This is an optimization exercise on Yosys and OpenROAD, whose aim is small area, a short achievable clock period and few clock cycles per item, not a production implementation. The RTL was checked by simulation tests, not by an equivalence proof against the original design. Power is estimated from default activity; no workload was simulated.

===== flow/constraint.sdc =====
create_clock -name core_clock -period 10.0 [get_ports {aclk}]
set_input_delay 2.0000 -clock core_clock [delete_from_list [all_inputs] [get_ports {aclk}]]
set_output_delay 2.0000 -clock core_clock [all_outputs]
set_load 0.01 [all_outputs]

===== flow/config.mk =====
export PLATFORM = sky130hd
export DESIGN_NAME = npu_top
export DESIGN_NICKNAME = npu_top
export VERILOG_FILES = /design/flow/design.v
export SDC_FILE = /design/flow/constraint.sdc
export NUM_CORES = 4
export LEC_CHECK = 0
export CAP_MARGIN = 20
export CORE_MARGIN = 2
export CORE_UTILIZATION = 60
export SLEW_MARGIN = 20

===== flow/flow/fa_polarity.py =====
#!/usr/bin/env python3
"""Re-balance inverters around full adders in a flat sky130 netlist.

A full adder is self-dual: inverting its three inputs inverts both of its
outputs. Synthesis leaves single inverters between many chained full
adders; this script chooses, for each full adder, whether it computes the
true or the inverted values so that as few inverters as possible remain.
Only inverters and the pin connections of full adders change; every other
cell, every flip-flop and every port keep their names and connections.

usage: fa_polarity.py in.v out.v
"""
import random
import re
import sys

src = open(sys.argv[1]).read()
lines = src.split("\n")

# ---- parse cell instances -------------------------------------------------
cell_re = re.compile(r"^\s*(sky130_fd_sc_hd__\w+)\s+(\S+)\s*\($")
pin_re = re.compile(r"^\s*\.(\w+)\((.*)\),?$")
cells = []          # dicts: type, name, pins (ordered list [pin, net]), start, end
i = 0
while i < len(lines):
    m = cell_re.match(lines[i])
    if m:
        c = {"type": m.group(1), "name": m.group(2), "pins": [], "start": i}
        j = i + 1
        while not lines[j].strip().startswith(");"):
            pm = pin_re.match(lines[j])
            assert pm, lines[j]
            c["pins"].append([pm.group(1), pm.group(2).strip()])
            j += 1
        c["end"] = j
        cells.append(c)
        i = j + 1
    else:
        i += 1

ports = set()
for l in lines:
    m = re.match(r"^\s*(input|output)\s+(\[\d+:\d+\]\s+)?(\S+);", l)
    if m:
        ports.add(m.group(3))


def base(net):
    return net.split("[")[0].strip() if not net.startswith("\\") else net


OUT_PINS = {"X", "Y", "Q", "Q_N", "SUM", "COUT", "HI", "LO"}
is_inv = lambda c: re.match(r"sky130_fd_sc_hd__(clk)?inv_\d+$", c["type"]) is not None
is_fa = lambda c: re.match(r"sky130_fd_sc_hd__fa_\d+$", c["type"]) is not None

driver = {}
for ci, c in enumerate(cells):
    for p, n in c["pins"]:
        if p in OUT_PINS:
            driver[n] = (ci, p)

# inverters we may remove: not driving a port net
inv_in = {}
removable = set()
for ci, c in enumerate(cells):
    if is_inv(c):
        pins = dict(c["pins"])
        if base(pins["Y"]) in ports or pins["Y"] in ports:
            continue
        inv_in[pins["Y"]] = pins["A"]
        removable.add(ci)


def root(net):
    p = 0
    seen = 0
    while net in inv_in:
        net = inv_in[net]
        p ^= 1
        seen += 1
        assert seen < 100
    return net, p


# consumer pins: inputs of every cell that is not a removable inverter
consumers = []      # (cell index, pin index, root, parity)
for ci, c in enumerate(cells):
    if ci in removable:
        continue
    for pi, (p, n) in enumerate(c["pins"]):
        if p in OUT_PINS:
            continue
        r, par = root(n)
        consumers.append((ci, pi, r, par))

fa_cells = [ci for ci, c in enumerate(cells) if is_fa(c)]
flip = {ci: 0 for ci in fa_cells}
fixed = set()
for ci in fa_cells:
    for p, n in cells[ci]["pins"]:
        if p in OUT_PINS and (n in ports or base(n) in ports):
            fixed.add(ci)


def root_flip(r):
    d = driver.get(r)
    if d is not None and d[0] in flip:
        return flip[d[0]]
    return 0


# per root: list of consumer indices
by_root = {}
for k, (ci, pi, r, par) in enumerate(consumers):
    by_root.setdefault(r, []).append(k)
fa_in = {ci: [] for ci in fa_cells}
for k, (ci, pi, r, par) in enumerate(consumers):
    if ci in flip:
        fa_in[ci].append(k)
fa_out_roots = {ci: [n for p, n in cells[ci]["pins"] if p in OUT_PINS] for ci in fa_cells}


def need(k):
    ci, pi, r, par = consumers[k]
    return par ^ flip.get(ci, 0) ^ root_flip(r)


cnt = {r: sum(need(k) for k in ks) for r, ks in by_root.items()}
cost = sum(1 for v in cnt.values() if v > 0)
start_cost = cost


def delta(ci):
    """cost change if full adder ci is flipped"""
    change = {}
    for k in fa_in[ci]:
        r = consumers[k][2]
        change[r] = change.get(r, 0) + (-1 if need(k) else 1)
    d = 0
    outs = fa_out_roots[ci]
    for r in outs:
        if r not in by_root:
            continue
        n_all = len(by_root[r])
        cur = cnt[r]
        # every consumer of r toggles, including pins of ci itself
        new = n_all - cur
        d += (1 if new > 0 else 0) - (1 if cur > 0 else 0)
    for r, ch in change.items():
        if r in outs:
            continue
        cur = cnt[r]
        d += (1 if cur + ch > 0 else 0) - (1 if cur > 0 else 0)
    return d


def apply(ci):
    global cost
    flip[ci] ^= 1
    touched = set(consumers[k][2] for k in fa_in[ci]) | set(r for r in fa_out_roots[ci] if r in by_root)
    for r in touched:
        cnt[r] = sum(need(k) for k in by_root[r])
    cost = sum(1 for v in cnt.values() if v > 0)


random.seed(1)
order = [ci for ci in fa_cells if ci not in fixed]
# simulated annealing, then greedy descent
import math
best = dict(flip)
best_cost = cost
T = 2.0
steps = 60 * len(order)
for step in range(steps):
    T = 2.0 * (1 - step / steps) + 0.02
    ci = random.choice(order)
    d = delta(ci)
    if d <= 0 or random.random() < math.exp(-d / T):
        apply(ci)
        if cost < best_cost:
            best_cost = cost
            best = dict(flip)
flip.update(best)
cnt = {r: sum(need(k) for k in ks) for r, ks in by_root.items()}
cost = sum(1 for v in cnt.values() if v > 0)
improved = True
rounds = 0
while improved and rounds < 50:
    improved = False
    rounds += 1
    random.shuffle(order)
    for ci in order:
        if delta(ci) < 0:
            before = cost
            apply(ci)
            assert cost < before, (cost, before)
            improved = True

# ---- rebuild ----------------------------------------------------------------
def fmt(n):
    # escaped identifiers end at white space
    return n + " " if n.startswith("\\") else n


new_inv = {}        # root -> inverted net name
extra_wires = []
extra_cells = []
n_new = [0]


def inv_of(r):
    if r not in new_inv:
        n_new[0] += 1
        nm = f"_fapol_n{n_new[0]}_"
        new_inv[r] = nm
        extra_wires.append(f"  wire {nm};")
        extra_cells.append(f"  sky130_fd_sc_hd__inv_1 _fapol_i{n_new[0]}_ (\n    .A({fmt(r)}),\n    .Y({nm})\n  );")
    return new_inv[r]


for k, (ci, pi, r, par) in enumerate(consumers):
    cells[ci]["pins"][pi][1] = inv_of(r) if need(k) else r

drop = set()
for ci in removable:
    drop.update(range(cells[ci]["start"], cells[ci]["end"] + 1))

out = []
cell_at = {c["start"]: c for ci, c in enumerate(cells) if ci not in removable}
i = 0
declared = False
while i < len(lines):
    if i in drop:
        i += 1
        continue
    if i in cell_at:
        c = cell_at[i]
        out.append(lines[i])
        body = [f"    .{p}({fmt(n)})" for p, n in c["pins"]]
        out.append(",\n".join(body))
        out.append("  );")
        i = c["end"] + 1
        continue
    if not declared and cell_re.match(lines[i]):
        pass
    if lines[i].strip() == "endmodule":
        out.extend(extra_cells)
    out.append(lines[i])
    # wires go right after the port list declarations
    if not declared and lines[i].strip().startswith("wire ") and i + 1 < len(lines) and not lines[i + 1].strip().startswith("wire ") and not lines[i + 1].strip().startswith(("input", "output")):
        out.extend(extra_wires)
        declared = True
    i += 1
assert declared
open(sys.argv[2], "w").write("\n".join(out))
print(f"fa_polarity: {len(fa_cells)} full adders, {sum(flip.values())} flipped, "
      f"inverters {len(removable)} -> {len(new_inv)} (cost {start_cost} -> {cost}), rounds {rounds}")

if len(sys.argv) > 3:
    from collections import Counter
    cat = Counter()
    for r, nm in new_inv.items():
        d = driver.get(r)
        dt = cells[d[0]]["type"].replace("sky130_fd_sc_hd__", "") if d else "port/none"
        if d and d[0] in flip:
            dt += "/flip" if flip[d[0]] else ""
        cons = Counter()
        for k in by_root[r]:
            if need(k):
                ct = cells[consumers[k][0]]["type"].replace("sky130_fd_sc_hd__", "")
                cons[ct] += 1
        cat[(dt, tuple(sorted(cons)))] += 1
    for k, v in cat.most_common(25):
        print(v, k)

===== flow/standard.sh =====
#!/bin/bash
# synth_recipe.tcl (not shown) runs the flow's synth.tcl, then flattens the netlist and writes it again
# the make line also repeats each setting of config.mk as NAME=value (left out here)
make -C /OpenROAD-flow-scripts/flow DESIGN_CONFIG=/design/flow/config.mk WORK_HOME=/design/flow/orfs CLKGATE_MAP_FILE= SYNTH_SCRIPT=/design/flow/synth_recipe.tcl "${@:-finish}"

===== flow/design.v =====
package npu_pkg;
    typedef struct packed {
        logic [32-16-8-1:0] sat_hi;
        logic [16-1:0]                          q8_8;
        logic [8-1:0]                       frac_lo;
    } acc_fields_t;
    typedef union packed {
        logic [32-1:0] raw;
        acc_fields_t           f;
    } acc_word_t;
    typedef enum logic [1:0] {
        act_identity = 2'd0,
        act_relu     = 2'd1,
        act_step     = 2'd2,
        act_spare    = 2'd3
    } act_type_t;
    typedef enum logic [1:0] {
        seq_idle  = 2'd0,
        seq_mac   = 2'd1,
        seq_drain = 2'd2
    } seq_state_t;
endpackage
`timescale 1ns/10ps
module npu_mac_unit (
    input  logic        aclk,
    input  logic        clr,
    input  logic [15:0] w,
    input  logic [7:0]  one,
    input  logic [7:0]  two,
    input  logic [7:0]  nz,
    input  logic [7:0]  neg,
    output logic [31:0] acc_s,
    output logic [31:0] acc_c
);
    logic [31:0] sa, ca, sd, cd;
    logic [17:0] pp0, pp1, pp2, pp3, pp4, pp5, pp6, pp7;
    logic [16:0] wx;
    assign sa = clr ? 32'd0 : acc_s;
    assign ca = clr ? 32'd0 : acc_c;
    assign wx = {w[15], w};
    always_comb begin
        for (int b = 0; b < 16; b++) begin
            pp0[b] = ((one[0] & wx[b]) | (two[0] & (b == 0 ? 1'b0 : wx[b == 0 ? 0 : b - 1]))) ^ neg[0];
        end
        pp0[16] = (nz[0] & w[15]) ^ neg[0];
        pp0[17] = ~pp0[16];
    end
    always_comb begin
        for (int b = 0; b < 16; b++) begin
            pp1[b] = ((one[1] & wx[b]) | (two[1] & (b == 0 ? 1'b0 : wx[b == 0 ? 0 : b - 1]))) ^ neg[1];
        end
        pp1[16] = (nz[1] & w[15]) ^ neg[1];
        pp1[17] = ~pp1[16];
    end
    always_comb begin
        for (int b = 0; b < 16; b++) begin
            pp2[b] = ((one[2] & wx[b]) | (two[2] & (b == 0 ? 1'b0 : wx[b == 0 ? 0 : b - 1]))) ^ neg[2];
        end
        pp2[16] = (nz[2] & w[15]) ^ neg[2];
        pp2[17] = ~pp2[16];
    end
    always_comb begin
        for (int b = 0; b < 16; b++) begin
            pp3[b] = ((one[3] & wx[b]) | (two[3] & (b == 0 ? 1'b0 : wx[b == 0 ? 0 : b - 1]))) ^ neg[3];
        end
        pp3[16] = (nz[3] & w[15]) ^ neg[3];
        pp3[17] = ~pp3[16];
    end
    always_comb begin
        for (int b = 0; b < 16; b++) begin
            pp4[b] = ((one[4] & wx[b]) | (two[4] & (b == 0 ? 1'b0 : wx[b == 0 ? 0 : b - 1]))) ^ neg[4];
        end
        pp4[16] = (nz[4] & w[15]) ^ neg[4];
        pp4[17] = ~pp4[16];
    end
    always_comb begin
        for (int b = 0; b < 16; b++) begin
            pp5[b] = ((one[5] & wx[b]) | (two[5] & (b == 0 ? 1'b0 : wx[b == 0 ? 0 : b - 1]))) ^ neg[5];
        end
        pp5[16] = (nz[5] & w[15]) ^ neg[5];
        pp5[17] = ~pp5[16];
    end
    always_comb begin
        for (int b = 0; b < 16; b++) begin
            pp6[b] = ((one[6] & wx[b]) | (two[6] & (b == 0 ? 1'b0 : wx[b == 0 ? 0 : b - 1]))) ^ neg[6];
        end
        pp6[16] = (nz[6] & w[15]) ^ neg[6];
        pp6[17] = ~pp6[16];
    end
    always_comb begin
        for (int b = 0; b < 16; b++) begin
            pp7[b] = ((one[7] & wx[b]) | (two[7] & (b == 0 ? 1'b0 : wx[b == 0 ? 0 : b - 1]))) ^ neg[7];
        end
        pp7[16] = (nz[7] & w[15]) ^ neg[7];
        pp7[17] = ~pp7[16];
    end
    wire s1 = pp0[12] ^ pp1[10];
    wire k2 = pp0[12] & pp1[10];
    wire s3 = pp0[13] ^ pp1[11];
    wire k4 = pp0[13] & pp1[11];
    wire s5 = pp0[14] ^ pp1[12] ^ pp2[10];
    wire k6 = (pp0[14] & pp1[12]) | (pp2[10] & (pp0[14] ^ pp1[12]));
    wire s7 = pp3[8] ^ pp4[6];
    wire k8 = pp3[8] & pp4[6];
    wire s9 = pp0[15] ^ pp1[13] ^ pp2[11];
    wire k10 = (pp0[15] & pp1[13]) | (pp2[11] & (pp0[15] ^ pp1[13]));
    wire s11 = pp3[9] ^ pp4[7];
    wire k12 = pp3[9] & pp4[7];
    wire s13 = pp0[16] ^ pp1[14] ^ pp2[12];
    wire k14 = (pp0[16] & pp1[14]) | (pp2[12] & (pp0[16] ^ pp1[14]));
    wire s15 = pp3[10] ^ pp4[8];
    wire k16 = pp3[10] & pp4[8];
    wire s17 = pp0[17] ^ pp1[15] ^ pp2[13];
    wire k18 = (pp0[17] & pp1[15]) | (pp2[13] & (pp0[17] ^ pp1[15]));
    wire s19 = pp3[11] ^ pp4[9] ^ pp5[7];
    wire k20 = (pp3[11] & pp4[9]) | (pp5[7] & (pp3[11] ^ pp4[9]));
    wire s21 = pp1[16] ^ pp2[14] ^ pp3[12];
    wire k22 = (pp1[16] & pp2[14]) | (pp3[12] & (pp1[16] ^ pp2[14]));
    wire s23 = pp4[10] ^ pp5[8];
    wire k24 = pp4[10] & pp5[8];
    wire s25 = pp1[17] ^ pp2[15] ^ pp3[13];
    wire k26 = (pp1[17] & pp2[15]) | (pp3[13] & (pp1[17] ^ pp2[15]));
    wire s27 = pp2[16] ^ pp3[14];
    wire k28 = pp2[16] & pp3[14];
    wire s29 = pp0[6] ^ pp1[4];
    wire k30 = pp0[6] & pp1[4];
    wire s31 = pp0[7] ^ pp1[5];
    wire k32 = pp0[7] & pp1[5];
    wire s33 = pp0[8] ^ pp1[6] ^ pp2[4];
    wire k34 = (pp0[8] & pp1[6]) | (pp2[4] & (pp0[8] ^ pp1[6]));
    wire s35 = pp3[2] ^ pp4[0];
    wire k36 = pp3[2] & pp4[0];
    wire s37 = pp0[9] ^ pp1[7] ^ pp2[5];
    wire k38 = (pp0[9] & pp1[7]) | (pp2[5] & (pp0[9] ^ pp1[7]));
    wire s39 = pp3[3] ^ pp4[1];
    wire k40 = pp3[3] & pp4[1];
    wire s41 = pp0[10] ^ pp1[8] ^ pp2[6];
    wire k42 = (pp0[10] & pp1[8]) | (pp2[6] & (pp0[10] ^ pp1[8]));
    wire s43 = pp3[4] ^ pp4[2] ^ pp5[0];
    wire k44 = (pp3[4] & pp4[2]) | (pp5[0] & (pp3[4] ^ pp4[2]));
    wire s45 = neg[5] ^ sa[10];
    wire k46 = neg[5] & sa[10];
    wire s47 = pp0[11] ^ pp1[9] ^ pp2[7];
    wire k48 = (pp0[11] & pp1[9]) | (pp2[7] & (pp0[11] ^ pp1[9]));
    wire s49 = pp3[5] ^ pp4[3] ^ pp5[1];
    wire k50 = (pp3[5] & pp4[3]) | (pp5[1] & (pp3[5] ^ pp4[3]));
    wire s51 = sa[11] ^ ca[11];
    wire k52 = sa[11] & ca[11];
    wire s53 = s1 ^ pp2[8] ^ pp3[6];
    wire k54 = (s1 & pp2[8]) | (pp3[6] & (s1 ^ pp2[8]));
    wire s55 = pp4[4] ^ pp5[2] ^ pp6[0];
    wire k56 = (pp4[4] & pp5[2]) | (pp6[0] & (pp4[4] ^ pp5[2]));
    wire s57 = neg[6] ^ sa[12] ^ ca[12];
    wire k58 = (neg[6] & sa[12]) | (ca[12] & (neg[6] ^ sa[12]));
    wire s59 = k2 ^ s3 ^ pp2[9];
    wire k60 = (k2 & s3) | (pp2[9] & (k2 ^ s3));
    wire s61 = pp3[7] ^ pp4[5] ^ pp5[3];
    wire k62 = (pp3[7] & pp4[5]) | (pp5[3] & (pp3[7] ^ pp4[5]));
    wire s63 = pp6[1] ^ sa[13] ^ ca[13];
    wire k64 = (pp6[1] & sa[13]) | (ca[13] & (pp6[1] ^ sa[13]));
    wire s65 = k4 ^ s5 ^ s7;
    wire k66 = (k4 & s5) | (s7 & (k4 ^ s5));
    wire s67 = pp5[4] ^ pp6[2] ^ pp7[0];
    wire k68 = (pp5[4] & pp6[2]) | (pp7[0] & (pp5[4] ^ pp6[2]));
    wire s69 = neg[7] ^ sa[14] ^ ca[14];
    wire k70 = (neg[7] & sa[14]) | (ca[14] & (neg[7] ^ sa[14]));
    wire s71 = k6 ^ k8 ^ s9;
    wire k72 = (k6 & k8) | (s9 & (k6 ^ k8));
    wire s73 = s11 ^ pp5[5] ^ pp6[3];
    wire k74 = (s11 & pp5[5]) | (pp6[3] & (s11 ^ pp5[5]));
    wire s75 = pp7[1] ^ sa[15] ^ ca[15];
    wire k76 = (pp7[1] & sa[15]) | (ca[15] & (pp7[1] ^ sa[15]));
    wire s77 = k10 ^ k12 ^ s13;
    wire k78 = (k10 & k12) | (s13 & (k10 ^ k12));
    wire s79 = s15 ^ pp5[6] ^ pp6[4];
    wire k80 = (s15 & pp5[6]) | (pp6[4] & (s15 ^ pp5[6]));
    wire s81 = pp7[2] ^ sa[16] ^ ca[16];
    wire k82 = (pp7[2] & sa[16]) | (ca[16] & (pp7[2] ^ sa[16]));
    wire s83 = k14 ^ k16 ^ s17;
    wire k84 = (k14 & k16) | (s17 & (k14 ^ k16));
    wire s85 = s19 ^ pp6[5] ^ pp7[3];
    wire k86 = (s19 & pp6[5]) | (pp7[3] & (s19 ^ pp6[5]));
    wire s87 = 1'b1 ^ sa[17] ^ ca[17];
    wire k88 = (1'b1 & sa[17]) | (ca[17] & (1'b1 ^ sa[17]));
    wire s89 = k18 ^ k20 ^ s21;
    wire k90 = (k18 & k20) | (s21 & (k18 ^ k20));
    wire s91 = s23 ^ pp6[6] ^ pp7[4];
    wire k92 = (s23 & pp6[6]) | (pp7[4] & (s23 ^ pp6[6]));
    wire s93 = 1'b1 ^ sa[18] ^ ca[18];
    wire k94 = (1'b1 & sa[18]) | (ca[18] & (1'b1 ^ sa[18]));
    wire s95 = k22 ^ k24 ^ s25;
    wire k96 = (k22 & k24) | (s25 & (k22 ^ k24));
    wire s97 = pp4[11] ^ pp5[9] ^ pp6[7];
    wire k98 = (pp4[11] & pp5[9]) | (pp6[7] & (pp4[11] ^ pp5[9]));
    wire s99 = pp7[5] ^ sa[19] ^ ca[19];
    wire k100 = (pp7[5] & sa[19]) | (ca[19] & (pp7[5] ^ sa[19]));
    wire s101 = k26 ^ s27 ^ pp4[12];
    wire k102 = (k26 & s27) | (pp4[12] & (k26 ^ s27));
    wire s103 = pp5[10] ^ pp6[8] ^ pp7[6];
    wire k104 = (pp5[10] & pp6[8]) | (pp7[6] & (pp5[10] ^ pp6[8]));
    wire s105 = 1'b1 ^ sa[20] ^ ca[20];
    wire k106 = (1'b1 & sa[20]) | (ca[20] & (1'b1 ^ sa[20]));
    wire s107 = k28 ^ pp2[17] ^ pp3[15];
    wire k108 = (k28 & pp2[17]) | (pp3[15] & (k28 ^ pp2[17]));
    wire s109 = pp4[13] ^ pp5[11] ^ pp6[9];
    wire k110 = (pp4[13] & pp5[11]) | (pp6[9] & (pp4[13] ^ pp5[11]));
    wire s111 = pp7[7] ^ sa[21] ^ ca[21];
    wire k112 = (pp7[7] & sa[21]) | (ca[21] & (pp7[7] ^ sa[21]));
    wire s113 = pp3[16] ^ pp4[14] ^ pp5[12];
    wire k114 = (pp3[16] & pp4[14]) | (pp5[12] & (pp3[16] ^ pp4[14]));
    wire s115 = pp6[10] ^ pp7[8] ^ 1'b1;
    wire k116 = (pp6[10] & pp7[8]) | (1'b1 & (pp6[10] ^ pp7[8]));
    wire s117 = sa[22] ^ ca[22];
    wire k118 = sa[22] & ca[22];
    wire s119 = pp3[17] ^ pp4[15] ^ pp5[13];
    wire k120 = (pp3[17] & pp4[15]) | (pp5[13] & (pp3[17] ^ pp4[15]));
    wire s121 = pp6[11] ^ pp7[9] ^ sa[23];
    wire k122 = (pp6[11] & pp7[9]) | (sa[23] & (pp6[11] ^ pp7[9]));
    wire s123 = pp4[16] ^ pp5[14] ^ pp6[12];
    wire k124 = (pp4[16] & pp5[14]) | (pp6[12] & (pp4[16] ^ pp5[14]));
    wire s125 = pp7[10] ^ 1'b1;
    wire k126 = pp7[10] & 1'b1;
    wire s127 = pp4[17] ^ pp5[15] ^ pp6[13];
    wire k128 = (pp4[17] & pp5[15]) | (pp6[13] & (pp4[17] ^ pp5[15]));
    wire s129 = pp5[16] ^ pp6[14];
    wire k130 = pp5[16] & pp6[14];
    wire s131 = pp0[2] ^ pp1[0];
    wire k132 = pp0[2] & pp1[0];
    wire s133 = pp0[3] ^ pp1[1];
    wire k134 = pp0[3] & pp1[1];
    wire s135 = pp0[4] ^ pp1[2] ^ pp2[0];
    wire k136 = (pp0[4] & pp1[2]) | (pp2[0] & (pp0[4] ^ pp1[2]));
    wire s137 = neg[2] ^ sa[4];
    wire k138 = neg[2] & sa[4];
    wire s139 = pp0[5] ^ pp1[3] ^ pp2[1];
    wire k140 = (pp0[5] & pp1[3]) | (pp2[1] & (pp0[5] ^ pp1[3]));
    wire s141 = sa[5] ^ ca[5];
    wire k142 = sa[5] & ca[5];
    wire s143 = s29 ^ pp2[2] ^ pp3[0];
    wire k144 = (s29 & pp2[2]) | (pp3[0] & (s29 ^ pp2[2]));
    wire s145 = neg[3] ^ sa[6] ^ ca[6];
    wire k146 = (neg[3] & sa[6]) | (ca[6] & (neg[3] ^ sa[6]));
    wire s147 = k30 ^ s31 ^ pp2[3];
    wire k148 = (k30 & s31) | (pp2[3] & (k30 ^ s31));
    wire s149 = pp3[1] ^ sa[7] ^ ca[7];
    wire k150 = (pp3[1] & sa[7]) | (ca[7] & (pp3[1] ^ sa[7]));
    wire s151 = k32 ^ s33 ^ s35;
    wire k152 = (k32 & s33) | (s35 & (k32 ^ s33));
    wire s153 = neg[4] ^ sa[8] ^ ca[8];
    wire k154 = (neg[4] & sa[8]) | (ca[8] & (neg[4] ^ sa[8]));
    wire s155 = k34 ^ k36 ^ s37;
    wire k156 = (k34 & k36) | (s37 & (k34 ^ k36));
    wire s157 = s39 ^ sa[9] ^ ca[9];
    wire k158 = (s39 & sa[9]) | (ca[9] & (s39 ^ sa[9]));
    wire s159 = k38 ^ k40 ^ s41;
    wire k160 = (k38 & k40) | (s41 & (k38 ^ k40));
    wire s161 = s43 ^ s45 ^ ca[10];
    wire k162 = (s43 & s45) | (ca[10] & (s43 ^ s45));
    wire s163 = k42 ^ k44 ^ k46;
    wire k164 = (k42 & k44) | (k46 & (k42 ^ k44));
    wire s165 = s47 ^ s49 ^ s51;
    wire k166 = (s47 & s49) | (s51 & (s47 ^ s49));
    wire s167 = k48 ^ k50 ^ k52;
    wire k168 = (k48 & k50) | (k52 & (k48 ^ k50));
    wire s169 = s53 ^ s55 ^ s57;
    wire k170 = (s53 & s55) | (s57 & (s53 ^ s55));
    wire s171 = k54 ^ k56 ^ k58;
    wire k172 = (k54 & k56) | (k58 & (k54 ^ k56));
    wire s173 = s59 ^ s61 ^ s63;
    wire k174 = (s59 & s61) | (s63 & (s59 ^ s61));
    wire s175 = k60 ^ k62 ^ k64;
    wire k176 = (k60 & k62) | (k64 & (k60 ^ k62));
    wire s177 = s65 ^ s67 ^ s69;
    wire k178 = (s65 & s67) | (s69 & (s65 ^ s67));
    wire s179 = k66 ^ k68 ^ k70;
    wire k180 = (k66 & k68) | (k70 & (k66 ^ k68));
    wire s181 = s71 ^ s73 ^ s75;
    wire k182 = (s71 & s73) | (s75 & (s71 ^ s73));
    wire s183 = k72 ^ k74 ^ k76;
    wire k184 = (k72 & k74) | (k76 & (k72 ^ k74));
    wire s185 = s77 ^ s79 ^ s81;
    wire k186 = (s77 & s79) | (s81 & (s77 ^ s79));
    wire s187 = k78 ^ k80 ^ k82;
    wire k188 = (k78 & k80) | (k82 & (k78 ^ k80));
    wire s189 = s83 ^ s85 ^ s87;
    wire k190 = (s83 & s85) | (s87 & (s83 ^ s85));
    wire s191 = k84 ^ k86 ^ k88;
    wire k192 = (k84 & k86) | (k88 & (k84 ^ k86));
    wire s193 = s89 ^ s91 ^ s93;
    wire k194 = (s89 & s91) | (s93 & (s89 ^ s91));
    wire s195 = k90 ^ k92 ^ k94;
    wire k196 = (k90 & k92) | (k94 & (k90 ^ k92));
    wire s197 = s95 ^ s97 ^ s99;
    wire k198 = (s95 & s97) | (s99 & (s95 ^ s97));
    wire s199 = k96 ^ k98 ^ k100;
    wire k200 = (k96 & k98) | (k100 & (k96 ^ k98));
    wire s201 = s101 ^ s103 ^ s105;
    wire k202 = (s101 & s103) | (s105 & (s101 ^ s103));
    wire s203 = k102 ^ k104 ^ k106;
    wire k204 = (k102 & k104) | (k106 & (k102 ^ k104));
    wire s205 = s107 ^ s109 ^ s111;
    wire k206 = (s107 & s109) | (s111 & (s107 ^ s109));
    wire s207 = k108 ^ k110 ^ k112;
    wire k208 = (k108 & k110) | (k112 & (k108 ^ k110));
    wire s209 = s113 ^ s115 ^ s117;
    wire k210 = (s113 & s115) | (s117 & (s113 ^ s115));
    wire s211 = k114 ^ k116 ^ k118;
    wire k212 = (k114 & k116) | (k118 & (k114 ^ k116));
    wire s213 = s119 ^ s121 ^ ca[23];
    wire k214 = (s119 & s121) | (ca[23] & (s119 ^ s121));
    wire s215 = k120 ^ k122 ^ s123;
    wire k216 = (k120 & k122) | (s123 & (k120 ^ k122));
    wire s217 = s125 ^ sa[24] ^ ca[24];
    wire k218 = (s125 & sa[24]) | (ca[24] & (s125 ^ sa[24]));
    wire s219 = k124 ^ k126 ^ s127;
    wire k220 = (k124 & k126) | (s127 & (k124 ^ k126));
    wire s221 = pp7[11] ^ sa[25] ^ ca[25];
    wire k222 = (pp7[11] & sa[25]) | (ca[25] & (pp7[11] ^ sa[25]));
    wire s223 = k128 ^ s129 ^ pp7[12];
    wire k224 = (k128 & s129) | (pp7[12] & (k128 ^ s129));
    wire s225 = 1'b1 ^ sa[26] ^ ca[26];
    wire k226 = (1'b1 & sa[26]) | (ca[26] & (1'b1 ^ sa[26]));
    wire s227 = k130 ^ pp5[17] ^ pp6[15];
    wire k228 = (k130 & pp5[17]) | (pp6[15] & (k130 ^ pp5[17]));
    wire s229 = pp7[13] ^ sa[27] ^ ca[27];
    wire k230 = (pp7[13] & sa[27]) | (ca[27] & (pp7[13] ^ sa[27]));
    wire s231 = pp6[16] ^ pp7[14] ^ 1'b1;
    wire k232 = (pp6[16] & pp7[14]) | (1'b1 & (pp6[16] ^ pp7[14]));
    wire s233 = sa[28] ^ ca[28];
    wire k234 = sa[28] & ca[28];
    wire s235 = pp6[17] ^ pp7[15] ^ sa[29];
    wire k236 = (pp6[17] & pp7[15]) | (sa[29] & (pp6[17] ^ pp7[15]));
    wire s237 = pp7[16] ^ 1'b1;
    wire k238 = pp7[16] & 1'b1;
    wire s239 = pp0[0] ^ neg[0];
    wire k240 = pp0[0] & neg[0];
    wire s241 = pp0[1] ^ sa[1];
    wire k242 = pp0[1] & sa[1];
    wire s243 = s131 ^ neg[1] ^ sa[2];
    wire k244 = (s131 & neg[1]) | (sa[2] & (s131 ^ neg[1]));
    wire s245 = k132 ^ s133 ^ sa[3];
    wire k246 = (k132 & s133) | (sa[3] & (k132 ^ s133));
    wire s247 = k134 ^ s135 ^ s137;
    wire k248 = (k134 & s135) | (s137 & (k134 ^ s135));
    wire s249 = k136 ^ k138 ^ s139;
    wire k250 = (k136 & k138) | (s139 & (k136 ^ k138));
    wire s251 = k140 ^ k142 ^ s143;
    wire k252 = (k140 & k142) | (s143 & (k140 ^ k142));
    wire s253 = k144 ^ k146 ^ s147;
    wire k254 = (k144 & k146) | (s147 & (k144 ^ k146));
    wire s255 = k148 ^ k150 ^ s151;
    wire k256 = (k148 & k150) | (s151 & (k148 ^ k150));
    wire s257 = k152 ^ k154 ^ s155;
    wire k258 = (k152 & k154) | (s155 & (k152 ^ k154));
    wire s259 = k156 ^ k158 ^ s159;
    wire k260 = (k156 & k158) | (s159 & (k156 ^ k158));
    wire s261 = k160 ^ k162 ^ s163;
    wire k262 = (k160 & k162) | (s163 & (k160 ^ k162));
    wire s263 = k164 ^ k166 ^ s167;
    wire k264 = (k164 & k166) | (s167 & (k164 ^ k166));
    wire s265 = k168 ^ k170 ^ s171;
    wire k266 = (k168 & k170) | (s171 & (k168 ^ k170));
    wire s267 = k172 ^ k174 ^ s175;
    wire k268 = (k172 & k174) | (s175 & (k172 ^ k174));
    wire s269 = k176 ^ k178 ^ s179;
    wire k270 = (k176 & k178) | (s179 & (k176 ^ k178));
    wire s271 = k180 ^ k182 ^ s183;
    wire k272 = (k180 & k182) | (s183 & (k180 ^ k182));
    wire s273 = k184 ^ k186 ^ s187;
    wire k274 = (k184 & k186) | (s187 & (k184 ^ k186));
    wire s275 = k188 ^ k190 ^ s191;
    wire k276 = (k188 & k190) | (s191 & (k188 ^ k190));
    wire s277 = k192 ^ k194 ^ s195;
    wire k278 = (k192 & k194) | (s195 & (k192 ^ k194));
    wire s279 = k196 ^ k198 ^ s199;
    wire k280 = (k196 & k198) | (s199 & (k196 ^ k198));
    wire s281 = k200 ^ k202 ^ s203;
    wire k282 = (k200 & k202) | (s203 & (k200 ^ k202));
    wire s283 = k204 ^ k206 ^ s207;
    wire k284 = (k204 & k206) | (s207 & (k204 ^ k206));
    wire s285 = k208 ^ k210 ^ s211;
    wire k286 = (k208 & k210) | (s211 & (k208 ^ k210));
    wire s287 = k212 ^ k214 ^ s215;
    wire k288 = (k212 & k214) | (s215 & (k212 ^ k214));
    wire s289 = k216 ^ k218 ^ s219;
    wire k290 = (k216 & k218) | (s219 & (k216 ^ k218));
    wire s291 = k220 ^ k222 ^ s223;
    wire k292 = (k220 & k222) | (s223 & (k220 ^ k222));
    wire s293 = k224 ^ k226 ^ s227;
    wire k294 = (k224 & k226) | (s227 & (k224 ^ k226));
    wire s295 = k228 ^ k230 ^ s231;
    wire k296 = (k228 & k230) | (s231 & (k228 ^ k230));
    wire s297 = k232 ^ k234 ^ s235;
    wire k298 = (k232 & k234) | (s235 & (k232 ^ k234));
    wire s299 = k236 ^ s237 ^ sa[30];
    wire k300 = (k236 & s237) | (sa[30] & (k236 ^ s237));
    wire s301 = k238 ^ pp7[17] ^ sa[31];
    wire k302 = (k238 & pp7[17]) | (sa[31] & (k238 ^ pp7[17]));
    wire s303 = s239 ^ sa[0];
    wire k304 = s239 & sa[0];
    wire s305 = k240 ^ s241 ^ ca[1];
    wire k306 = (k240 & s241) | (ca[1] & (k240 ^ s241));
    wire s307 = k242 ^ s243 ^ ca[2];
    wire k308 = (k242 & s243) | (ca[2] & (k242 ^ s243));
    wire s309 = k244 ^ s245 ^ ca[3];
    wire k310 = (k244 & s245) | (ca[3] & (k244 ^ s245));
    wire s311 = k246 ^ s247 ^ ca[4];
    wire k312 = (k246 & s247) | (ca[4] & (k246 ^ s247));
    wire s313 = k248 ^ s249 ^ s141;
    wire k314 = (k248 & s249) | (s141 & (k248 ^ s249));
    wire s315 = k250 ^ s251 ^ s145;
    wire k316 = (k250 & s251) | (s145 & (k250 ^ s251));
    wire s317 = k252 ^ s253 ^ s149;
    wire k318 = (k252 & s253) | (s149 & (k252 ^ s253));
    wire s319 = k254 ^ s255 ^ s153;
    wire k320 = (k254 & s255) | (s153 & (k254 ^ s255));
    wire s321 = k256 ^ s257 ^ s157;
    wire k322 = (k256 & s257) | (s157 & (k256 ^ s257));
    wire s323 = k258 ^ s259 ^ s161;
    wire k324 = (k258 & s259) | (s161 & (k258 ^ s259));
    wire s325 = k260 ^ s261 ^ s165;
    wire k326 = (k260 & s261) | (s165 & (k260 ^ s261));
    wire s327 = k262 ^ s263 ^ s169;
    wire k328 = (k262 & s263) | (s169 & (k262 ^ s263));
    wire s329 = k264 ^ s265 ^ s173;
    wire k330 = (k264 & s265) | (s173 & (k264 ^ s265));
    wire s331 = k266 ^ s267 ^ s177;
    wire k332 = (k266 & s267) | (s177 & (k266 ^ s267));
    wire s333 = k268 ^ s269 ^ s181;
    wire k334 = (k268 & s269) | (s181 & (k268 ^ s269));
    wire s335 = k270 ^ s271 ^ s185;
    wire k336 = (k270 & s271) | (s185 & (k270 ^ s271));
    wire s337 = k272 ^ s273 ^ s189;
    wire k338 = (k272 & s273) | (s189 & (k272 ^ s273));
    wire s339 = k274 ^ s275 ^ s193;
    wire k340 = (k274 & s275) | (s193 & (k274 ^ s275));
    wire s341 = k276 ^ s277 ^ s197;
    wire k342 = (k276 & s277) | (s197 & (k276 ^ s277));
    wire s343 = k278 ^ s279 ^ s201;
    wire k344 = (k278 & s279) | (s201 & (k278 ^ s279));
    wire s345 = k280 ^ s281 ^ s205;
    wire k346 = (k280 & s281) | (s205 & (k280 ^ s281));
    wire s347 = k282 ^ s283 ^ s209;
    wire k348 = (k282 & s283) | (s209 & (k282 ^ s283));
    wire s349 = k284 ^ s285 ^ s213;
    wire k350 = (k284 & s285) | (s213 & (k284 ^ s285));
    wire s351 = k286 ^ s287 ^ s217;
    wire k352 = (k286 & s287) | (s217 & (k286 ^ s287));
    wire s353 = k288 ^ s289 ^ s221;
    wire k354 = (k288 & s289) | (s221 & (k288 ^ s289));
    wire s355 = k290 ^ s291 ^ s225;
    wire k356 = (k290 & s291) | (s225 & (k290 ^ s291));
    wire s357 = k292 ^ s293 ^ s229;
    wire k358 = (k292 & s293) | (s229 & (k292 ^ s293));
    wire s359 = k294 ^ s295 ^ s233;
    wire k360 = (k294 & s295) | (s233 & (k294 ^ s295));
    wire s361 = k296 ^ s297 ^ ca[29];
    wire k362 = (k296 & s297) | (ca[29] & (k296 ^ s297));
    wire s363 = k298 ^ s299 ^ ca[30];
    wire k364 = (k298 & s299) | (ca[30] & (k298 ^ s299));
    wire s365 = k300 ^ s301 ^ ca[31];
    wire k366 = (k300 & s301) | (ca[31] & (k300 ^ s301));
    assign sd = {k364, k362, k360, k358, k356, k354, k352, k350, k348, k346, k344, k342, k340, k338, k336, k334, k332, k330, k328, k326, k324, k322, k320, k318, k316, k314, k312, k310, k308, k306, k304, s303};
    assign cd = {s365, s363, s361, s359, s357, s355, s353, s351, s349, s347, s345, s343, s341, s339, s337, s335, s333, s331, s329, s327, s325, s323, s321, s319, s317, s315, s313, s311, s309, s307, s305, ca[0]};
    always_ff @(posedge aclk) begin
        acc_s <= sd;
        acc_c <= cd;
    end
endmodule
`timescale 1ns/10ps
module npu_activation (
    input  npu_pkg::act_type_t     act_sel,
    input  logic [32-1:0]  acc_s,
    input  logic [32-1:0]  acc_c,
    output logic [16-1:0] result
);
    localparam logic [16-1:0] sat_max = {1'b0, {(16-1){1'b1}}};
    localparam logic [16-1:0] sat_min = {1'b1, {(16-1){1'b0}}};
    localparam logic [16-1:0] q_one = 16'h0100;
    logic [23:0] low;
    logic [8:0]  top0, top1, top;
    logic        c23, ovf0, ovf1, ovf, sign, nonzero;
    logic [16-1:0] q8_8, reduced;
    assign low  = {1'b0, acc_s[22:0]} + {1'b0, acc_c[22:0]};
    assign c23  = low[23];
    assign top0 = acc_s[31:23] + acc_c[31:23];
    assign top1 = acc_s[31:23] + acc_c[31:23] + 9'd1;
    assign ovf0 = !(&top0 || !(|top0));
    assign ovf1 = !(&top1 || !(|top1));
    assign ovf  = c23 ? ovf1 : ovf0;
    assign top  = c23 ? top1 : top0;
    assign sign = top[8];
    assign q8_8 = {top[0], low[22:8]};
    assign nonzero = (acc_s ^ acc_c) != {acc_s[30:0] | acc_c[30:0], 1'b0};
    assign reduced = !ovf ? q8_8 : sign ? sat_min : sat_max;
    always_comb begin
        case (act_sel)
            npu_pkg::act_relu: result = sign ? '0 : reduced;
            npu_pkg::act_step: result = (!sign && nonzero) ? q_one : '0;
            default:           result = reduced;
        endcase
    end
endmodule
`timescale 1ns/10ps
module npu_top (
    input  logic                       aclk,
    input  logic                       rst_n,
    input  logic                       reg_wr,
    input  logic                       reg_rd,
    input  logic [8-1:0] reg_addr,
    input  logic [16-1:0]     reg_wdata,
    output logic [16-1:0]     reg_rdata,
    output logic                       reg_rvalid,
    output logic                       interrupt
);
    localparam int dim = 8;
    localparam int dw  = 16;
    logic ctrl_wr, in_wr, wt_wr, start;
    logic [2:0] col_addr;
    assign ctrl_wr  = reg_wr && (reg_addr == 8'h00);
    assign in_wr    = reg_wr && (reg_addr[7:3] == 5'b00010);
    assign wt_wr    = reg_wr && (reg_addr[7:6] == 2'b01);
    assign col_addr = reg_addr[2:0];
    logic [dw-1:0] x_mem [dim];
    logic [dw-1:0] w_mem [dim][dim];
    always_ff @(posedge aclk) begin
        for (int j = 0; j < dim; j++) begin
            if (in_wr && col_addr == 3'(j)) x_mem[j] <= reg_wdata;
        end
        for (int i = 0; i < dim; i++) begin
            for (int j = 0; j < dim; j++) begin
                if (wt_wr && reg_addr[5:3] == 3'(i) && col_addr == 3'(j)) w_mem[i][j] <= reg_wdata;
            end
        end
    end
    logic       busy, done;
    logic [7:0] issued;      
    logic       col_valid;   
    logic       fire;        
    logic       acc_clr;     
    logic       all_issued, conflict, issue;
    logic       busy_n, col_valid_n;
    logic [7:0] issued_n;
    logic [2:0] next_col, sel_col;
    npu_pkg::act_type_t act_sel;
    assign all_issued = &issued;
    assign start      = ctrl_wr && reg_wdata[0] && !busy;
    assign conflict   = (in_wr || wt_wr) && issued[col_addr];
    assign issue      = busy ? !all_issued : in_wr;
    always_comb begin
        next_col = '0;
        for (int j = dim - 1; j >= 0; j--) begin
            if (!issued[j]) next_col = 3'(j);
        end
    end
    assign sel_col = busy ? next_col : col_addr;
    always_comb begin
        busy_n      = busy;
        col_valid_n = issue;
        issued_n    = (conflict ? 8'd0 : issued) | (issue ? (8'd1 << sel_col) : 8'd0);
        if (start) busy_n = 1'b1;
        if (fire) begin
            busy_n   = 1'b0;
            issued_n = '0;
        end
        if (!rst_n) begin
            busy_n      = 1'b0;
            col_valid_n = 1'b0;
            issued_n    = '0;
        end
    end
    always_ff @(posedge aclk) begin
        busy      <= busy_n;
        col_valid <= col_valid_n;
        issued    <= issued_n;
        fire      <= busy_n && (&issued_n) && !col_valid_n;
        acc_clr   <= !rst_n || conflict || (busy_n && (&issued_n) && !col_valid_n);
        if (!rst_n) begin
            done    <= 1'b0;
            act_sel <= npu_pkg::act_identity;
        end else if (start) begin
            done    <= 1'b0;
            act_sel <= npu_pkg::act_type_t'(reg_wdata[2:1]);
        end else if (fire) begin
            done    <= 1'b1;
        end
    end
    assign interrupt = done;
    logic [dw-1:0] col_w [dim];
    logic [dw-1:0] x_val;
    logic [dw:0]   x_ext;
    logic [7:0]    b_one, b_two, b_nz, b_neg;
    logic [7:0]    n_one, n_two, n_nz, n_neg;
    logic [7:0]    d_one, d_two, d_nz, d_neg, d_top;
    logic          d_en;
    assign x_val = busy ? x_mem[next_col] : reg_wdata;
    assign x_ext = {x_val, 1'b0};
    assign d_en = rst_n && issue;
    always_comb begin
        for (int k = 0; k < 8; k++) begin
            d_one[k] = d_en && (x_ext[2*k+1] ^ x_ext[2*k]);
            d_two[k] = d_en && ((x_ext[2*k+2] && !x_ext[2*k+1] && !x_ext[2*k]) ||
                                (!x_ext[2*k+2] && x_ext[2*k+1] && x_ext[2*k]));
            d_nz[k]  = d_en && (x_ext[2*k+2] != x_ext[2*k+1] || x_ext[2*k+1] != x_ext[2*k]);
            d_neg[k] = d_en && x_ext[2*k+2] && !(x_ext[2*k+1] && x_ext[2*k]);
            d_top[k] = d_en && x_ext[2*k+2];
        end
    end
    always_ff @(posedge aclk) begin
        for (int i = 0; i < dim; i++) col_w[i] <= w_mem[i][sel_col];
        b_one <= d_one;
        b_two <= d_two;
        b_nz  <= d_nz;
        b_neg <= d_neg;
        n_one <= ~d_one;
        n_two <= ~d_two;
        n_nz  <= ~d_nz;
        n_neg <= ~d_top;
    end
    logic [32-1:0] acc_s [dim];
    logic [32-1:0] acc_c [dim];
    logic [dw-1:0]         row_y [dim];
    logic [dw-1:0]         y_mem [dim];
    for (genvar i = 0; i < dim; i++) begin : g_row
        npu_mac_unit i_mac (
            .aclk  (aclk),
            .clr   (acc_clr),
            .w     (col_w[i]),
            .one   (i < dim / 2 ? b_one : ~n_one),
            .two   (i < dim / 2 ? b_two : ~n_two),
            .nz    (i < dim / 2 ? b_nz  : ~n_nz),
            .neg   (i < dim / 2 ? b_neg : ~n_neg),
            .acc_s (acc_s[i]),
            .acc_c (acc_c[i])
        );
        npu_activation i_act (
            .act_sel (act_sel),
            .acc_s   (acc_s[i]),
            .acc_c   (acc_c[i]),
            .result  (row_y[i])
        );
    end
    always_ff @(posedge aclk) begin
        if (fire) begin
            for (int i = 0; i < dim; i++) y_mem[i] <= row_y[i];
        end
    end
    always_ff @(posedge aclk) begin
        reg_rvalid <= rst_n && reg_rd;
        if (reg_addr[7:3] == 5'b00100) begin
            reg_rdata <= y_mem[col_addr];
        end else if (reg_addr == 8'h01) begin
            reg_rdata <= {{(dw-2){1'b0}}, done, busy};
        end else begin
            reg_rdata <= '0;
        end
    end
endmodule

===== flow/flow/run.sh =====
#!/bin/bash
set -uo pipefail
SETUP_MARGIN=6.5
R=$PWD/orfs/results/sky130hd/npu_top/base

bash standard.sh SETUP_SLACK_MARGIN=$SETUP_MARGIN $R/1_2_yosys.v > synth.log 2>&1 || { tail -20 synth.log; exit 1; }
cp $R/1_2_yosys.v $R/1_2_yosys.standard.v
python3 flow/fa_polarity.py $R/1_2_yosys.standard.v $R/1_2_yosys.fapol.v > fa_polarity.log 2>&1 || { cat fa_polarity.log; exit 1; }
cp $R/1_2_yosys.fapol.v $R/1_2_yosys.v
bash standard.sh SETUP_SLACK_MARGIN=$SETUP_MARGIN finish > layout.log 2>&1 || { tail -20 layout.log; exit 1; }
tail -3 layout.log

==> results by group, run 1 <==
Run status
  • Status: no timing/DRC/antenna violations

Hold path
  • Hold Path Depth: 2
  • HP Class: flip-flop to flip-flop
  • Hold endpoint: col_w[2][0]
  • HP Start: w_mem[23][0]

Die
  • Initial cell density of the core: 0.602
  • Die ar.: about 230000 um2
  • Die span in y: 478 um
  • Die span in x: about 480 um
  • Core Region: ~220000 um2
  • FP Rows: ~170
  • Top-Level Pins: 46

STA
  • Pins Over Slew Limit: 0
  • Setup TNS: 0 ns
  • Fin Clk Skew: ~0.08 ns
  • Actual slew at the worst max-slew pin: between 1 and 1.5 ns
  • Minimum clock period after layout: 4.19 ns
  • Max Freq: roughly 240 MHz
  • Unrepaired setup endpoints after global routing: true
  • Max_slew headroom: 0.221
  • Period Utilization, post-route: 0.419
  • # setup viols final: 0
  • Final Hold Fails: 0

Place
  • Placement Cell Area: 138000 um2
  • Port buffer count: 45
  • RD Place Congestion: 0.972
  • Placed cells: approximately 14000
  • Hpwl dp: just under 300 mm

Layout
  • Final Non-Filler Cells: between 15000 and 20000
  • FILL cells: ~15000
  • Multi-input gate area: 79400 um2
  • # nets final: 14400
  • Most frequent cells in the layout: 1280 x edfxtp_1, 1275 x inv_1, 899 x fa_1, 745 x ha_1, 720 x xor2_1
  • Fin area: about 160000 um2
  • Flip-flop and latch area: about 54000 um2
  • Layout cell share with drive strength beyond 1: 0.222
  • Area grow syn2layout: 20.6%
  • Commonest non-fill, non-tap cell in the layout: edfxtp_1

GRT
  • Vias in the first global route: 101000
  • Grt ovf: 0
  • Initial antenna violation count: 35
  • First-pass GRT wire length: around 700 mm
  • Pin count of the biggest net entering global routing: approximately 100
  • Tot GR Track Use: 0.427

Clock tree
  • Hold-fix buffers, CTS: 0
  • Clk root buf: clkbuf_16
  • CTS tree: yes
  • CTS Buf Count: approximately 210
  • Sink Count: roughly 2000
  • Max Buffers Root-to-Sink: 3
  • Latest clock arrival within the worst-skew pair: about 0.94 ns
  • H-tree depth: 4
  • Reg clk slew, reported paths: roughly 0.060 ns

Synth
  • Synth Area per Inst: about 11 um2
  • Syn Inst Count: about 12000
  • Mapped cell area: ~130000 um2
  • Syn Nets: roughly 14000
  • Ys Warns: 14

Routing
  • Routed WL: slightly above 500 mm
  • Vias/cell: between 6 and 7
  • WL per Instance: around 33 um
  • Iteration-0 DRC Markers: between 10000 and 15000
  • Vias: 101000
  • Final ANT Viol Nets: 0
  • DR DRC count: 0
  • First-pass detailed-route iteration total: 8

Critical path
  • Setup crit start kind: flip-flop
  • CP Class: flip-flop to flip-flop
  • Crit end category: flip-flop
  • Crit path required time: ~11 ns
  • Max FO, Critical Path: 6
  • Worst EP arrival: 4.83 ns
  • FF-to-FF path depth: 15
  • FF-to-FF End: y_mem[4][10]
  • R2r startpoint: g_row[4].i_mac.acc_s[4]
  • R2R Setup Slk: ~5.8 ns

Power and ir drop
  • Design Power: 30.1 mW
  • IR drop worst, VDD: approximately 0.00020 V
  • Leak pwr: about 65 nW
  • Pwr dens: roughly 190 nW/um2

Run
  • Max_cap viols: 0
worst max-delay path by stage:
stage                                  startpoint                        to  slack (ns)  cells past startpoint
after floorplan                       reg_addr[5]                   acc_clr        6.15                      7
after global placement                reg_addr[0]              x_mem[5][11]        3.88                      5
after detailed placement              reg_addr[0]              x_mem[5][11]        3.79                      5
after CTS                            col_w[5][13]  g_row[5].i_mac.acc_c[19]        6.27                     11
after global routing      g_row[4].i_mac.acc_c[3]              y_mem[4][10]        5.78                     15
final                     g_row[4].i_mac.acc_s[4]              y_mem[4][10]        5.81                     15
worst max-delay path: stages (launching register included):
cell	delay, ns
dfxtp_2	0.34
inv_2	0.05
ha_4	0.26
o211ai_1	0.13
o211ai_1	0.30
nand4_1	0.33
a211oi_4	0.55
o211ai_1	0.26
a31oi_1	0.29
mux2i_2	0.23
buf_4	0.17
buf_12	0.14
buf_8	0.12
buf_4	0.12
nand2_1	0.08
a22oi_2	0.54
where the power goes:
group / internal [mW] / leakage, nW / switching (mW) / total, mW
clock network: 4.89 / 3.62 / 3.65 / 8.55
registers: 9.70 / 17.6 / 0.630 / 10.3
logic: 4.36 / 43.8 / 6.90 / 11.3
total: 18.9 / 65.0 / 11.2 / 30.1
metal layers:
metal,share of wire,vias to the layer above,track usage
li1,-,41500,-
met1,0.34,50500,0.520
met2,0.43,7193,0.642
met3,0.13,2191,0.148
met4,0.091,22,0.290
met5,0.00041,-,0
metrics by stage:
step | hold WS (ns) | utilization | setup slack [ns]
after floorplan | 0.408 | - | 6.15
after global placement | 0.420 | 0.616 | 3.88
after detailed placement | 0.428 | 0.616 | 3.79
after CTS | 0.445 | 0.702 | 6.27
after global routing | 0.465 | 0.726 | 5.78
final | 0.442 | 0.726 | 5.81
repair_timing:
action / 4_1_cts / 5_1_grt
endpoints found under the setup margin: 1904 / 1166
pin swaps: 323 / 482
gates resized for setup: 1233 / 720
setup buffers: 516 / 181
gates cloned: 75 / 24
cell type report:
class,count,share of cell area
flip-flops and latches,2007,0.329
repair buffers,984,0.0792
clock buffers,264,0.0347
multi-input cells,7756,0.488
diodes,24,0.000369
inverters,1407,0.0342
clock inverters,143,0.0118
well taps,2992,0.0230
registers in the layout (all words and copies together) (netlist names), 16 cells and up:
register / count
col_w: 128
g_row.i_mac.acc_c: 248
g_row.i_mac.acc_s: 256
reg_rdata: 16
x_mem: 128
w_mem: 1024
y_mem: 128
Testbench counts, summed over its fixed seeds: cycles 7,296, runs 256.
==> run 2, diff against run 1 <==
--- a/flow/flow/run.sh
+++ b/flow/flow/run.sh
@@ -1,6 +1,6 @@
 #!/bin/bash
 set -uo pipefail
-SETUP_MARGIN=6.5
+SETUP_MARGIN=6.25
 R=$PWD/orfs/results/sky130hd/npu_top/base
 
 bash standard.sh SETUP_SLACK_MARGIN=$SETUP_MARGIN $R/1_2_yosys.v > synth.log 2>&1 || { tail -20 synth.log; exit 1; }
==> run 2 against run 1 <==
Sequential cell count stayed put. Utilization is 4.2 points lower. Synthesized cell count stayed put. Sequential share of layout area is 1.9 points higher. Clock power is 5.3% lower. Clock-buffer cell count is 24 higher. Die area stayed put. Area after synthesis stayed put. Wire length is 9.3% lower. Non-clock buffer count is 309 lower. Cell area is 5.8% lower. Critical endpoint is now w_mem[29][11]. Largest cell class unchanged.
==> results by group, run 2 <==
Run status
  • Status: no timing/DRC/antenna violations (unchanged)

Power and ir drop
  • Pwr dens: 184 nW/um2 (was 185 nW/um2)
  • Leak pwr: 61.7 nW (was 65.0 nW)
  • IR drop worst, VDD: 0.000190 V (was 0.000203 V)

Critical path
  • Crit path required time: 10.57 ns (was 10.64 ns)
  • R2R Setup Slk: 6.20 ns (was 5.81 ns)
  • Worst setup startpoint: reg_addr[7] (was g_row[4].i_mac.acc_s[4])
  • FF-to-FF End: g_row[4].i_mac.acc_c[15] (was y_mem[4][10])
  • Worst EP arrival: 4.44 ns (was 4.83 ns)
  • FF-to-FF path depth: 8 (was 15)
  • Max FO, Critical Path: 16 (was 6)
  • Crit end category: flip-flop (unchanged)
  • Critical Path End: w_mem[29][11] (was y_mem[4][10])
  • Setup crit start kind: primary input (was flip-flop)
  • CP Class: primary input to flip-flop (was flip-flop to flip-flop)
  • R2r startpoint: col_w[4][11] (was g_row[4].i_mac.acc_s[4])

STA
  • Period Utilization, post-route: 0.388 (was 0.419)
  • Max Freq: 258 MHz (was 238 MHz)
  • Final Hold Fails: 0 (unchanged)
  • Minimum clock period after layout: 3.88 ns (was 4.19 ns)
  • Max_slew headroom: 0.239 (was 0.221)
  • Setup TNS: 0 ns (unchanged)
  • Unrepaired setup endpoints after global routing: true (unchanged)
  • Pins Over Slew Limit: 0 (unchanged)
  • Actual slew at the worst max-slew pin: 1.14 ns (was 1.17 ns)
  • Fin Clk Skew: 0.0870 ns (was 0.0803 ns)
  • # setup viols final: 0 (unchanged)

Clock tree
  • Sink Count: 2007 (unchanged)
  • CTS Buf Count: 214 (unchanged)
  • H-tree depth: 4 (unchanged)
  • Clk root buf: clkbuf_16 (unchanged)
  • Reg clk slew, reported paths: 0.06 ns (about the same)
  • Max Buffers Root-to-Sink: 3 (unchanged)
  • Hold-fix buffers, CTS: 0 (unchanged)
  • CTS tree: yes (unchanged)
  • Latest clock arrival within the worst-skew pair: 0.91 ns (was 0.94 ns)

Synth
  • Syn Inst Count: 12000 (unchanged)
  • Mapped cell area: 135000 um2 (unchanged)
  • Syn Nets: 14000 (unchanged)
  • Synth Area per Inst: 11.3 um2 (unchanged)
  • Ys Warns: 14 (unchanged)

Layout
  • Largest reg by FF count: w_mem (unchanged)
  • Biggest regs: w_mem x1024, g_row.i_mac.acc_s x256, g_row.i_mac.acc_c x248 (unchanged)
  • Layout cell share with drive strength beyond 1: 0.133 (was 0.222)
  • Final Non-Filler Cells: 15200 (was 15600)
  • Max reg flops: 1024 (unchanged)
  • Area grow syn2layout: 13.6% (was 20.6%)
  • Commonest non-fill, non-tap cell in the layout: inv_1 (was edfxtp_1)
  • FILL cells: 16500 (was 15000)
  • # nets final: 14000 (was 14400)
  • Most frequent cells in the layout: 1344 x inv_1, 1280 x edfxtp_1, 1157 x fa_1, 757 x ha_1, 743 x xor2_1 (was 1280 x edfxtp_1, 1275 x inv_1, 899 x fa_1, 745 x ha_1, 720 x xor2_1)

Die
  • Initial cell density of the core: 0.602 (unchanged)
  • Die span in y: 478 um (unchanged)
  • Core Region: 224000 um2 (unchanged)
  • Top-Level Pins: 46 (unchanged)
  • FP Rows: 174 (unchanged)
  • Die span in x: 478 um (unchanged)
  • Die ar.: 229000 um2 (unchanged)

Hold path
  • HP Class: flip-flop to flip-flop (unchanged)

Place
  • Hpwl dp: 286 mm (was 292 mm)
  • Placed cells: 14400 (about the same)
  • RD Place Congestion: 0.971 (was 0.972)
  • Port buffer count: 45 (unchanged)

GRT
  • Vias in the first global route: 98200 (was 101000)
  • Tot GR Track Use: 0.388 (was 0.427)
  • Grt ovf: 0 (unchanged)
  • Initial antenna violation count: 35 (unchanged)
  • Pin count of the biggest net entering global routing: 187 (was 104)
  • First-pass GRT wire length: 654 mm (was 706 mm)

Routing
  • Routed WL: 460 mm (was 508 mm)
  • DR DRC count: 0 (unchanged)
  • WL per Instance: 30.2 um (was 32.6 um)
  • Vias/cell: 6.42 (was 6.51)
  • Final ANT Viol Nets: 0 (unchanged)
  • First-pass detailed-route iteration total: 8 (unchanged)
  • Vias: 97900 (was 101000)
  • Iteration-0 DRC Markers: 12100 (was 13100)

Run
  • Max_cap viols: 0 (unchanged)
-- run 2: changes by cell type in the layout (fill, tap and decap cells not counted), moves of 75 or more --
cell / change
xnor2_1: +79
fa_2: -258
buf_4: -93
o22ai_1: +88
fa_1: +258
a22oi_2: -75
buf_12: -87
a22oi_1: +75
-- run 2: metal layers --
| metal | share of wire | global-route usage | vias up |
|---|---|---|---|
| li1 | - | - | 40800 |
| met1 | 0.38 | 0.532 | 49200 |
| met5 | 0.00047 | 0 | - |
| met4 | 0.056 | 0.175 | 22 |
| met3 | 0.12 | 0.104 | 1434 |
| met2 | 0.44 | 0.581 | 6394 |
-- run 2: per-stage QoR --
step	power (mW)	util	area (um2)	hold WS (ns)	worst slack, ns
2_1_floorplan	16.3	-	135000	0.408	6.01
3_3_place_gp	19.0	0.615	138000	0.413	3.95
3_5_place_dp	19.2	0.615	138000	0.418	3.89
4_1_cts	27.6	0.666	149000	0.438	6.23
5_1_grt	29.4	0.684	153000	0.467	6.09
6_report	28.3	0.684	153000	0.439	6.12
-- run 2: report_power, final --
group	total, mW	switching (mW)	internal, mW
sequential	10.3	0.617	9.70
clock	8.10	3.56	4.54
combinational	9.84	6.13	3.70
-- run 2: how the worst min path moves through the flow --
stage	start	to	slack, ns	cells after the start
floorplan	w_mem[15][8]	col_w[1][8]	0.41	2
global placement	w_mem[23][0]	col_w[2][0]	0.41	2
detailed placement	w_mem[15][8]	col_w[1][8]	0.42	2
CTS	w_mem[23][10]	col_w[2][10]	0.44	2
global route	w_mem[23][0]	col_w[2][0]	0.47	2
finish	w_mem[23][10]	col_w[2][10]	0.44	2
-- run 2: worst max-delay path, cell delays in order --
cell             delay [ns]
clkdlybuf4s50_1        0.59
nand3b_1               0.31
nor2_1                 0.24
nand3_1                0.63
nor2_1                 0.31
buf_4                  0.34
-- run 2: repair_timing --
| item | CTS | global route |
|---|---|---|
| setup buffers | 241 | 167 |
| gates cloned | 16 | 33 |
| pin swaps | 29 | 106 |
| setup endpoints to repair | 1629 | 766 |
| resized for setup | 440 | 316 |
-- run 2: final cells by class --
type / count / area, um2 / area share
repair inverters: 3 / 20.0 / 0.000131
flip-flops and latches: 2007 / 53400 / 0.348
multi-input cells: 7746 / 75400 / 0.492
inverters: 1407 / 5520 / 0.0360
clock inverters: 109 / 1280 / 0.00838
repair buffers: 675 / 8050 / 0.0525
diodes: 15 / 37.5 / 0.000245
well taps: 2992 / 3740 / 0.0244
clock buffers: 288 / 5870 / 0.0383

[what the ideal ports hide]
Ports are ideal in the flow. The routed layouts listed here were re-timed in OpenROAD. Step 1 assumes that a clkbuf_16 drives the clock port and a buf_2 every other input. Step 2 moves the port delays by t, midway between the first and last clock arrival at a register: inputs arrive t later, outputs are due t later. That takes back most of the time a late clock gives input paths. Three values: no drivers, after step 1, after step 2; two values: the first two.
run | t, ns | slack for setup (ns) | worst setup path after step 2 | worst register clock-pin slew, ns
run 1 | 0.999 | 5.807 / 5.807 / 5.496 | input to register | 0.07 / 0.07
run 2 | 0.969 | 6.123 / 6.197 / 5.233 | input to register | 0.07 / 0.07
After both steps every run listed still meets setup and hold. For run 2, which loses most, drivers alone change the setup slack by +0.074 ns; drivers and shift together by -0.890 ns.
